This is an optimization exercise on Yosys and OpenROAD, whose aim is small area, not a production implementation.

==> willow <==
==> flow/design.v (excerpt) <==
module cordic_top (
    input  logic               i_clk,
    input  logic               i_reset,
    input  logic               i_valid,
    input  logic signed [31:0] i_x,
    input  logic signed [31:0] i_y,
    input  logic signed [31:0] i_angle,
    output logic               o_valid,
    output logic signed [31:0] o_x,
    output logic signed [31:0] o_y
);
    logic [1:0] q0;
    assign q0 = i_angle[31:30];
    logic flip0, odd0, exact0;
    assign flip0  = q0[1] ^ q0[0];
    assign odd0   = q0[0];
    assign exact0 = (i_angle[29:0] == 30'd0);
    logic ny0;
    assign ny0 = exact0 ? q0[1] : flip0;   
    logic signed [30:0] z0;
    assign z0 = {i_angle[30], i_angle[29:0]};   
    logic signed [31:0] xex, yex;
    assign xex = odd0 ? {i_y[30:0], 1'b0} : {i_x[30:0], 1'b0};
    assign yex = odd0 ? {i_x[30:0], 1'b0} : {i_y[30:0], 1'b0};
    logic d0;
    assign d0 = z0[30];
    logic signed [29:0] z1;
    logic signed [29:0] zp1, zm1;
    assign zp1 = 30'(add_c(32'(z0), 32'd536870912, 1'b0));
    assign zm1 = 30'(add_c(32'(z0), ~32'd536870912, 1'b1));
    assign z1 = d0 ? zp1 : zm1;
    logic d1;
    assign d1 = z1[29];
    logic p0;
    assign p0 = ~d0;
    logic signed [31:0] xf0, yf0;
    assign xf0 = i_x;
    assign yf0 = i_y ^ {32{p0}};
    logic signed [29:0] z2;
    logic signed [29:0] zp2, zm2;
    assign zp2 = 30'(add_c(32'(z1), 32'd316933406, 1'b0));
    assign zm2 = 30'(add_c(32'(z1), ~32'd316933406, 1'b1));
    assign z2 = d1 ? zp2 : zm2;
    logic d2;
    assign d2 = z2[29];
    logic signed [31:0] x1, y1, tx0, ty0;
    assign ty0 = yf0 >>> 0;
    assign tx0 = xf0 >>> 0;
    logic fy0;
    assign fy0 = d0 ^ ~d1;
    assign x1 = add_c(xf0, ty0, p0);
    assign y1 = add_x(~yf0, tx0, 1'b0, fy0);
    logic cy1;
    assign cy1 = ~p0 ^ fy0;
    logic signed [28:0] z3;
    logic signed [28:0] zp3, zm3;
    assign zp3 = 29'(add_c(32'(z2), 32'd167458907, 1'b0));
    assign zm3 = 29'(add_c(32'(z2), ~32'd167458907, 1'b1));
    assign z3 = d2 ? zp3 : zm3;
    logic d3;
    assign d3 = z3[28];
    logic signed [31:0] x2, y2, tx1, ty1;
    assign ty1 = y1 >>> 1;
    assign tx1 = x1 >>> 1;
    logic fy1;
    assign fy1 = d1 ^ ~d2;
    assign x2 = add_c(x1, ty1, cy1);
  ...
Settings: LEC_CHECK=0, CAP_MARGIN=20, CORE_MARGIN=2, CORE_UTILIZATION=40, GPL_TIMING_DRIVEN=0, SLEW_MARGIN=20; clock period 6.0 ns.
run.sh (not shown) runs the stock make flow with config.mk's settings and CLKGATE_MAP_FILE= SYNTH_SCRIPT=/design/flow/synth_recipe.tcl, a recipe that flattens the netlist after the stock synthesis.
==> pepper (differences from willow) <==
--- a/flow/design.v
+++ b/flow/design.v
@@ -55,41 +55,43 @@
     assign z2 = d1 ? zp2 : zm2;
     logic d2;
     assign d2 = z2[29];
     logic signed [31:0] x1, y1, tx0, ty0;
     assign ty0 = yf0 >>> 0;
     assign tx0 = xf0 >>> 0;
     logic fy0;
     assign fy0 = d0 ^ ~d1;
+    logic cx1, cy1;
     assign x1 = add_c(xf0, ty0, p0);
     assign y1 = add_x(~yf0, tx0, 1'b0, fy0);
-    logic cy1;
+    assign cx1 = 1'b0;
     assign cy1 = ~p0 ^ fy0;
     logic signed [28:0] z3;
     logic signed [28:0] zp3, zm3;
     assign zp3 = 29'(add_c(32'(z2), 32'd167458907, 1'b0));
     assign zm3 = 29'(add_c(32'(z2), ~32'd167458907, 1'b1));
     assign z3 = d2 ? zp3 : zm3;
     logic d3;
     assign d3 = z3[28];
     logic signed [31:0] x2, y2, tx1, ty1;
     assign ty1 = y1 >>> 1;
     assign tx1 = x1 >>> 1;
     logic fy1;
     assign fy1 = d1 ^ ~d2;
-    assign x2 = add_c(x1, ty1, cy1);
-    assign y2 = add_x(~y1, tx1, 1'b0, fy1);
-    logic cy2;
-    assign cy2 = ~cy1 ^ fy1;
+    logic cx2, cy2;
+    assign x2 = add_x(x1, ty1, cy1, fy1);
+    assign y2 = add_c(~y1, tx1, cx1);
+    assign cx2 = cx1 ^ fy1;
+    assign cy2 = ~cy1;
     logic signed [31:0] xs2, ys2;
     logic cxs2, cys2;
     assign xs2 = exact0 ? xex : x2;
     assign ys2 = exact0 ? yex : y2;
-    assign cxs2 = ~exact0 & 1'b0;
+    assign cxs2 = ~exact0 & cx2;
     assign cys2 = ~exact0 & cy2;
     logic signed [31:0] x_r2;
     logic signed [31:0] y_r2;
     logic signed [28:0] z_r2;
     logic [0:0] d2_r2;
     logic [0:0] cx_r2;
     logic [0:0] cy_r2;
     logic [0:0] flip_r2;
@@ -108,39 +110,41 @@
     logic signed [31:0] x3, y3, tx2, ty2;
     logic signed [31:0] sy2, sx2;
     assign sy2 = y_r2 >>> 2;
     assign sx2 = x_r2 >>> 2;
     assign ty2 = sy2 & {32{~ex_r2}};
     assign tx2 = sx2 & {32{~ex_r2}};
     logic fy2;
     assign fy2 = d2_r2 ^ ~d3_r2;
+    logic cx3, cy3;
     assign x3 = add_c(x_r2, ty2, cy_r2 & ~ex_r2);
     assign y3 = add_x(~y_r2, tx2, cx_r2 & ~ex_r2, fy2);
-    logic cy3;
+    assign cx3 = cx_r2;
     assign cy3 = ~cy_r2 ^ fy2;
     logic signed [26:0] z5;
     logic signed [26:0] zp5, zm5;
     assign zp5 = 27'(add_c(32'(z4), 32'd42667331, 1'b0));
     assign zm5 = 27'(add_c(32'(z4), ~32'd42667331, 1'b1));
     assign z5 = d4 ? zp5 : zm5;
     logic d5;
     assign d5 = z5[26];
     logic signed [31:0] x4, y4, tx3, ty3;
     logic signed [31:0] sy3, sx3;
     assign sy3 = y3 >>> 3;
     assign sx3 = x3 >>> 3;
     assign ty3 = sy3 & {32{~ex_r2}};
     assign tx3 = sx3 & {32{~ex_r2}};
     logic fy3;
     assign fy3 = d3_r2 ^ ~d4;
-    assign x4 = add_c(x3, ty3, cy3 & ~ex_r2);
-    assign y4 = add_x(~y3, tx3, cx_r2 & ~ex_r2, fy3);
-    logic cy4;
-    assign cy4 = ~cy3 ^ fy3;
+    logic cx4, cy4;
+    assign x4 = add_x(x3, ty3, cy3 & ~ex_r2, fy3);
+    assign y4 = add_c(~y3, tx3, cx3 & ~ex_r2);
+    assign cx4 = cx3 ^ fy3;
+    assign cy4 = ~cy3;
     logic signed [31:0] x_r4;
     logic signed [31:0] y_r4;
     logic signed [26:0] z_r4;
     logic [0:0] d4_r4;
     logic [0:0] cx_r4;
     logic [0:0] cy_r4;
     logic [0:0] flip_r4;
     logic [0:0] ex_r4;
@@ -158,39 +162,41 @@
     logic signed [31:0] x5, y5, tx4, ty4;
     logic signed [31:0] sy4, sx4;
     assign sy4 = y_r4 >>> 4;
     assign sx4 = x_r4 >>> 4;
     assign ty4 = sy4 & {32{~ex_r4}};
     assign tx4 = sx4 & {32{~ex_r4}};
     logic fy4;
     assign fy4 = d4_r4 ^ ~d5_r4;
+    logic cx5, cy5;
     assign x5 = add_c(x_r4, ty4, cy_r4 & ~ex_r4);
     assign y5 = add_x(~y_r4, tx4, cx_r4 & ~ex_r4, fy4);
-    logic cy5;
+    assign cx5 = cx_r4;
     assign cy5 = ~cy_r4 ^ fy4;
     logic signed [24:0] z7;
     logic signed [24:0] zp7, zm7;
     assign zp7 = 25'(add_c(32'(z6), 32'd10679838, 1'b0));
     assign zm7 = 25'(add_c(32'(z6), ~32'd10679838, 1'b1));
     assign z7 = d6 ? zp7 : zm7;
     logic d7;
     assign d7 = z7[24];
     logic signed [31:0] x6, y6, tx5, ty5;
     logic signed [31:0] sy5, sx5;
     assign sy5 = y5 >>> 5;
     assign sx5 = x5 >>> 5;
     assign ty5 = sy5 & {32{~ex_r4}};
     assign tx5 = sx5 & {32{~ex_r4}};
     logic fy5;
     assign fy5 = d5_r4 ^ ~d6;
-    assign x6 = add_c(x5, ty5, cy5 & ~ex_r4);
-    assign y6 = add_x(~y5, tx5, cx_r4 & ~ex_r4, fy5);
-    logic cy6;
-    assign cy6 = ~cy5 ^ fy5;
+    logic cx6, cy6;
+    assign x6 = add_x(x5, ty5, cy5 & ~ex_r4, fy5);
+    assign y6 = add_c(~y5, tx5, cx5 & ~ex_r4);
+    assign cx6 = cx5 ^ fy5;
+    assign cy6 = ~cy5;
     logic signed [31:0] x_r6;
     logic signed [31:0] y_r6;
     logic signed [24:0] z_r6;
     logic [0:0] d6_r6;
     logic [0:0] cx_r6;
     logic [0:0] cy_r6;
     logic [0:0] flip_r6;
     logic [0:0] ex_r6;
@@ -208,39 +214,41 @@
     logic signed [31:0] x7, y7, tx6, ty6;
     logic signed [31:0] sy6, sx6;
     assign sy6 = y_r6 >>> 6;
     assign sx6 = x_r6 >>> 6;
     assign ty6 = sy6 & {32{~ex_r6}};
     assign tx6 = sx6 & {32{~ex_r6}};
     logic fy6;
     assign fy6 = d6_r6 ^ ~d7_r6;
+    logic cx7, cy7;
     assign x7 = add_c(x_r6, ty6, cy_r6 & ~ex_r6);
     assign y7 = add_x(~y_r6, tx6, cx_r6 & ~ex_r6, fy6);
-    logic cy7;
+    assign cx7 = cx_r6;
     assign cy7 = ~cy_r6 ^ fy6;
     logic signed [22:0] z9;
     logic signed [22:0] zp9, zm9;
     assign zp9 = 23'(add_c(32'(z8), 32'd2670163, 1'b0));
     assign zm9 = 23'(add_c(32'(z8), ~32'd2670163, 1'b1));
     assign z9 = d8 ? zp9 : zm9;
     logic d9;
     assign d9 = z9[22];
     logic signed [31:0] x8, y8, tx7, ty7;
     logic signed [31:0] sy7, sx7;
     assign sy7 = y7 >>> 7;
     assign sx7 = x7 >>> 7;
     assign ty7 = sy7 & {32{~ex_r6}};
     assign tx7 = sx7 & {32{~ex_r6}};
     logic fy7;
     assign fy7 = d7_r6 ^ ~d8;
-    assign x8 = add_c(x7, ty7, cy7 & ~ex_r6);
-    assign y8 = add_x(~y7, tx7, cx_r6 & ~ex_r6, fy7);
-    logic cy8;
-    assign cy8 = ~cy7 ^ fy7;
+    logic cx8, cy8;
+    assign x8 = add_x(x7, ty7, cy7 & ~ex_r6, fy7);
+    assign y8 = add_c(~y7, tx7, cx7 & ~ex_r6);
+    assign cx8 = cx7 ^ fy7;
+    assign cy8 = ~cy7;
     logic signed [31:0] x_r8;
     logic signed [31:0] y_r8;
     logic signed [22:0] z_r8;
     logic [0:0] d8_r8;
     logic [0:0] cx_r8;
     logic [0:0] cy_r8;
     logic [0:0] flip_r8;
     logic [0:0] ex_r8;
@@ -258,39 +266,41 @@
     logic signed [31:0] x9, y9, tx8, ty8;
     logic signed [31:0] sy8, sx8;
     assign sy8 = y_r8 >>> 8;
     assign sx8 = x_r8 >>> 8;
     assign ty8 = sy8 & {32{~ex_r8}};
     assign tx8 = sx8 & {32{~ex_r8}};
     logic fy8;
     assign fy8 = d8_r8 ^ ~d9_r8;
+    logic cx9, cy9;
     assign x9 = add_c(x_r8, ty8, cy_r8 & ~ex_r8);
     assign y9 = add_x(~y_r8, tx8, cx_r8 & ~ex_r8, fy8);
-    logic cy9;
+    assign cx9 = cx_r8;
     assign cy9 = ~cy_r8 ^ fy8;
     logic signed [20:0] z11;
     logic signed [20:0] zp11, zm11;
     assign zp11 = 21'(add_c(32'(z10), 32'd667544, 1'b0));
     assign zm11 = 21'(add_c(32'(z10), ~32'd667544, 1'b1));
     assign z11 = d10 ? zp11 : zm11;
     logic d11;
     assign d11 = z11[20];
     logic signed [31:0] x10, y10, tx9, ty9;
     logic signed [31:0] sy9, sx9;
     assign sy9 = y9 >>> 9;
     assign sx9 = x9 >>> 9;
     assign ty9 = sy9 & {32{~ex_r8}};
     assign tx9 = sx9 & {32{~ex_r8}};
     logic fy9;
     assign fy9 = d9_r8 ^ ~d10;
-    assign x10 = add_c(x9, ty9, cy9 & ~ex_r8);
-    assign y10 = add_x(~y9, tx9, cx_r8 & ~ex_r8, fy9);
-    logic cy10;
-    assign cy10 = ~cy9 ^ fy9;
+    logic cx10, cy10;
+    assign x10 = add_x(x9, ty9, cy9 & ~ex_r8, fy9);
+    assign y10 = add_c(~y9, tx9, cx9 & ~ex_r8);
+    assign cx10 = cx9 ^ fy9;
+    assign cy10 = ~cy9;
     logic signed [31:0] x_r10;
     logic signed [31:0] y_r10;
     logic signed [20:0] z_r10;
     logic [0:0] d10_r10;
     logic [0:0] cx_r10;
     logic [0:0] cy_r10;
     logic [0:0] flip_r10;
     logic [0:0] ex_r10;
@@ -308,39 +318,41 @@
     logic signed [31:0] x11, y11, tx10, ty10;
     logic signed [31:0] sy10, sx10;
     assign sy10 = y_r10 >>> 10;
     assign sx10 = x_r10 >>> 10;
     assign ty10 = sy10 & {32{~ex_r10}};
     assign tx10 = sx10 & {32{~ex_r10}};
     logic fy10;
     assign fy10 = d10_r10 ^ ~d11_r10;
+    logic cx11, cy11;
     assign x11 = add_c(x_r10, ty10, cy_r10 & ~ex_r10);
     assign y11 = add_x(~y_r10, tx10, cx_r10 & ~ex_r10, fy10);
-    logic cy11;
+    assign cx11 = cx_r10;
     assign cy11 = ~cy_r10 ^ fy10;
     logic signed [18:0] z13;
     logic signed [18:0] zp13, zm13;
     assign zp13 = 19'(add_c(32'(z12), 32'd166886, 1'b0));
     assign zm13 = 19'(add_c(32'(z12), ~32'd166886, 1'b1));
     assign z13 = d12 ? zp13 : zm13;
     logic d13;
     assign d13 = z13[18];
     logic signed [31:0] x12, y12, tx11, ty11;
     logic signed [31:0] sy11, sx11;
     assign sy11 = y11 >>> 11;
     assign sx11 = x11 >>> 11;
     assign ty11 = sy11 & {32{~ex_r10}};
     assign tx11 = sx11 & {32{~ex_r10}};
     logic fy11;
     assign fy11 = d11_r10 ^ ~d12;
-    assign x12 = add_c(x11, ty11, cy11 & ~ex_r10);
-    assign y12 = add_x(~y11, tx11, cx_r10 & ~ex_r10, fy11);
-    logic cy12;
-    assign cy12 = ~cy11 ^ fy11;
+    logic cx12, cy12;
+    assign x12 = add_x(x11, ty11, cy11 & ~ex_r10, fy11);
+    assign y12 = add_c(~y11, tx11, cx11 & ~ex_r10);
+    assign cx12 = cx11 ^ fy11;
+    assign cy12 = ~cy11;
     logic signed [31:0] x_r12;
     logic signed [31:0] y_r12;
     logic signed [18:0] z_r12;
     logic [0:0] d12_r12;
     logic [0:0] cx_r12;
     logic [0:0] cy_r12;
     logic [0:0] flip_r12;
     logic [0:0] ex_r12;
@@ -358,39 +370,41 @@
     logic signed [31:0] x13, y13, tx12, ty12;
     logic signed [31:0] sy12, sx12;
     assign sy12 = y_r12 >>> 12;
     assign sx12 = x_r12 >>> 12;
     assign ty12 = sy12 & {32{~ex_r12}};
     assign tx12 = sx12 & {32{~ex_r12}};
     logic fy12;
     assign fy12 = d12_r12 ^ ~d13_r12;
+    logic cx13, cy13;
     assign x13 = add_c(x_r12, ty12, cy_r12 & ~ex_r12);
     assign y13 = add_x(~y_r12, tx12, cx_r12 & ~ex_r12, fy12);
-    logic cy13;
+    assign cx13 = cx_r12;
     assign cy13 = ~cy_r12 ^ fy12;
     logic signed [16:0] z15;
     logic signed [16:0] zp15, zm15;
     assign zp15 = 17'(add_c(32'(z14), 32'd41722, 1'b0));
     assign zm15 = 17'(add_c(32'(z14), ~32'd41722, 1'b1));
     assign z15 = d14 ? zp15 : zm15;
     logic d15;
     assign d15 = z15[16];
     logic signed [31:0] x14, y14, tx13, ty13;
     logic signed [31:0] sy13, sx13;
     assign sy13 = y13 >>> 13;
     assign sx13 = x13 >>> 13;
     assign ty13 = sy13 & {32{~ex_r12}};
     assign tx13 = sx13 & {32{~ex_r12}};
     logic fy13;
     assign fy13 = d13_r12 ^ ~d14;
-    assign x14 = add_c(x13, ty13, cy13 & ~ex_r12);
-    assign y14 = add_x(~y13, tx13, cx_r12 & ~ex_r12, fy13);
-    logic cy14;
-    assign cy14 = ~cy13 ^ fy13;
+    logic cx14, cy14;
+    assign x14 = add_x(x13, ty13, cy13 & ~ex_r12, fy13);
+    assign y14 = add_c(~y13, tx13, cx13 & ~ex_r12);
+    assign cx14 = cx13 ^ fy13;
+    assign cy14 = ~cy13;
     logic signed [31:0] x_r14;
     logic signed [31:0] y_r14;
     logic [0:0] d14_r14;
     logic [0:0] d15_r14;
     logic [0:0] cx_r14;
     logic [0:0] cy_r14;
     logic [0:0] flip_r14;
     logic [0:0] ex_r14;
@@ -399,30 +413,32 @@
     logic signed [31:0] x15, y15, tx14, ty14;
     logic signed [31:0] sy14, sx14;
     assign sy14 = y_r14 >>> 14;
     assign sx14 = x_r14 >>> 14;
     assign ty14 = sy14 & {32{~ex_r14}};
     assign tx14 = sx14 & {32{~ex_r14}};
     logic fy14;
     assign fy14 = d14_r14 ^ ~d15_r14;
+    logic cx15, cy15;
     assign x15 = add_c(x_r14, ty14, cy_r14 & ~ex_r14);
     assign y15 = add_x(~y_r14, tx14, cx_r14 & ~ex_r14, fy14);
-    logic cy15;
+    assign cx15 = cx_r14;
     assign cy15 = ~cy_r14 ^ fy14;
     logic signed [31:0] x16, y16, tx15, ty15;
     logic signed [31:0] sy15, sx15;
     assign sy15 = y15 >>> 15;
     assign sx15 = x15 >>> 15;
     assign ty15 = sy15 & {32{~ex_r14}};
     assign tx15 = sx15 & {32{~ex_r14}};
-    assign x16 = add_c(x15, ty15, cy15 & ~ex_r14);
-    assign y16 = add_x(~y15, tx15, cx_r14 & ~ex_r14, 1'b0);
-    logic cy16;
-    assign cy16 = ~cy15 ^ 1'b0;
+    logic cx16, cy16;
+    assign x16 = add_x(x15, ty15, cy15 & ~ex_r14, 1'b0);
+    assign y16 = add_c(~y15, tx15, cx15 & ~ex_r14);
+    assign cx16 = cx15 ^ 1'b0;
+    assign cy16 = ~cy15;
     logic signed [31:0] x_r16;
     logic signed [31:0] y_r16;
     logic [0:0] cx_r16;
     logic [0:0] cy_r16;
     logic [0:0] flip_r16;
     logic [0:0] ex_r16;
     logic [0:0] q1_r16;
     logic v_r16;
@@ -527,69 +543,69 @@
         cy_r2 <= cys2;
         flip_r2 <= flip0;
         ex_r2 <= exact0;
         q1_r2 <= ny0;
         x_r4 <= x4;
         y_r4 <= y4;
         z_r4 <= z5;
         d4_r4 <= d4;
-        cx_r4 <= cx_r2;
+        cx_r4 <= cx4;
         cy_r4 <= cy4;
         flip_r4 <= flip_r2;
         ex_r4 <= ex_r2;
         q1_r4 <= q1_r2;
         x_r6 <= x6;
         y_r6 <= y6;
         z_r6 <= z7;
         d6_r6 <= d6;
-        cx_r6 <= cx_r4;
+        cx_r6 <= cx6;
         cy_r6 <= cy6;
         flip_r6 <= flip_r4;
         ex_r6 <= ex_r4;
         q1_r6 <= q1_r4;
         x_r8 <= x8;
         y_r8 <= y8;
         z_r8 <= z9;
         d8_r8 <= d8;
-        cx_r8 <= cx_r6;
+        cx_r8 <= cx8;
         cy_r8 <= cy8;
         flip_r8 <= flip_r6;
         ex_r8 <= ex_r6;
         q1_r8 <= q1_r6;
         x_r10 <= x10;
         y_r10 <= y10;
         z_r10 <= z11;
         d10_r10 <= d10;
-        cx_r10 <= cx_r8;
+        cx_r10 <= cx10;
         cy_r10 <= cy10;
         flip_r10 <= flip_r8;
         ex_r10 <= ex_r8;
         q1_r10 <= q1_r8;
         x_r12 <= x12;
         y_r12 <= y12;
         z_r12 <= z13;
         d12_r12 <= d12;
-        cx_r12 <= cx_r10;
+        cx_r12 <= cx12;
         cy_r12 <= cy12;
         flip_r12 <= flip_r10;
         ex_r12 <= ex_r10;
         q1_r12 <= q1_r10;
         x_r14 <= x14;
         y_r14 <= y14;
         d14_r14 <= d14;
         d15_r14 <= d15;
-        cx_r14 <= cx_r12;
+        cx_r14 <= cx14;
         cy_r14 <= cy14;
         flip_r14 <= flip_r12;
         ex_r14 <= ex_r12;
         q1_r14 <= q1_r12;
         x_r16 <= x16;
         y_r16 <= y16;
-        cx_r16 <= cx_r14;
+        cx_r16 <= cx16;
         cy_r16 <= cy16;
         flip_r16 <= flip_r14;
         ex_r16 <= ex_r14;
         q1_r16 <= q1_r14;
         x_r18 <= g2x;
         y_r18 <= g2y;
         cx_r18 <= cx_r16;
         cy_r18 <= cy_r16;
- SETUP_SLACK_MARGIN: not set -> 0.2
==> results.cfg <==
[floorplan]
n_tap_cell = 3150

[clock_tree]
cts_buffers = 109

[timing]
finalSetupViolCount = 30
worst_slack_ns = -0.4425

[global_route]
grt_use_met2_pct = 39.45

[synthesis]
synth_top_cell_area_share_pct = 19.49

[worst_setup_path]
cp.required_ns = 6.66

[outcome]
failed_checks = setup timing
status = finished with violations
-- figures above: willow

==> results.cfg <==
[outcome]
status = finished with violations
failed_checks = setup timing

[global_route]
grt_use_met2_pct = 38.34

[clock_tree]
cts_buffers = 105

[worst_setup_path]
cp.required_ns = 6.63

[timing]
finalSetupViolCount = 33
worst_slack_ns = -0.4849

[synthesis]
synth_top_cell_area_share_pct = 19.39
-- figures above: pepper

No run of this note included a check of the RTL's function; only the layout flow was run.

## re-timing with driven ports
How much do the figures lean on ideal ports? The routed layouts below were timed once more, with nothing changed but the port constraints.
Step 1, drivers: a clkbuf_16 drives i_clk and a buf_2 each remaining input, both assumed.
Step 2 times the ports against the registers' clock, not the clock port: input delays grow and output delays shrink by t, the midpoint of the rising clock arrivals with the driver on.
Three values: no drivers, after step 1, after step 2; two values: the first two.
run	t, ns	setup slack, ns	worst setup path after step 2	worst slew at a driven data input, ns	pins driven straight from the clock port
willow	0.853	-0.443 / -0.443 / -0.684	input to register	0.17	1
pepper	0.851	-0.485 / -0.517 / -0.679	input to register	0.26	1
For willow, which loses most, drivers alone change the setup slack by 0.000 ns; drivers and shift together by -0.241 ns.
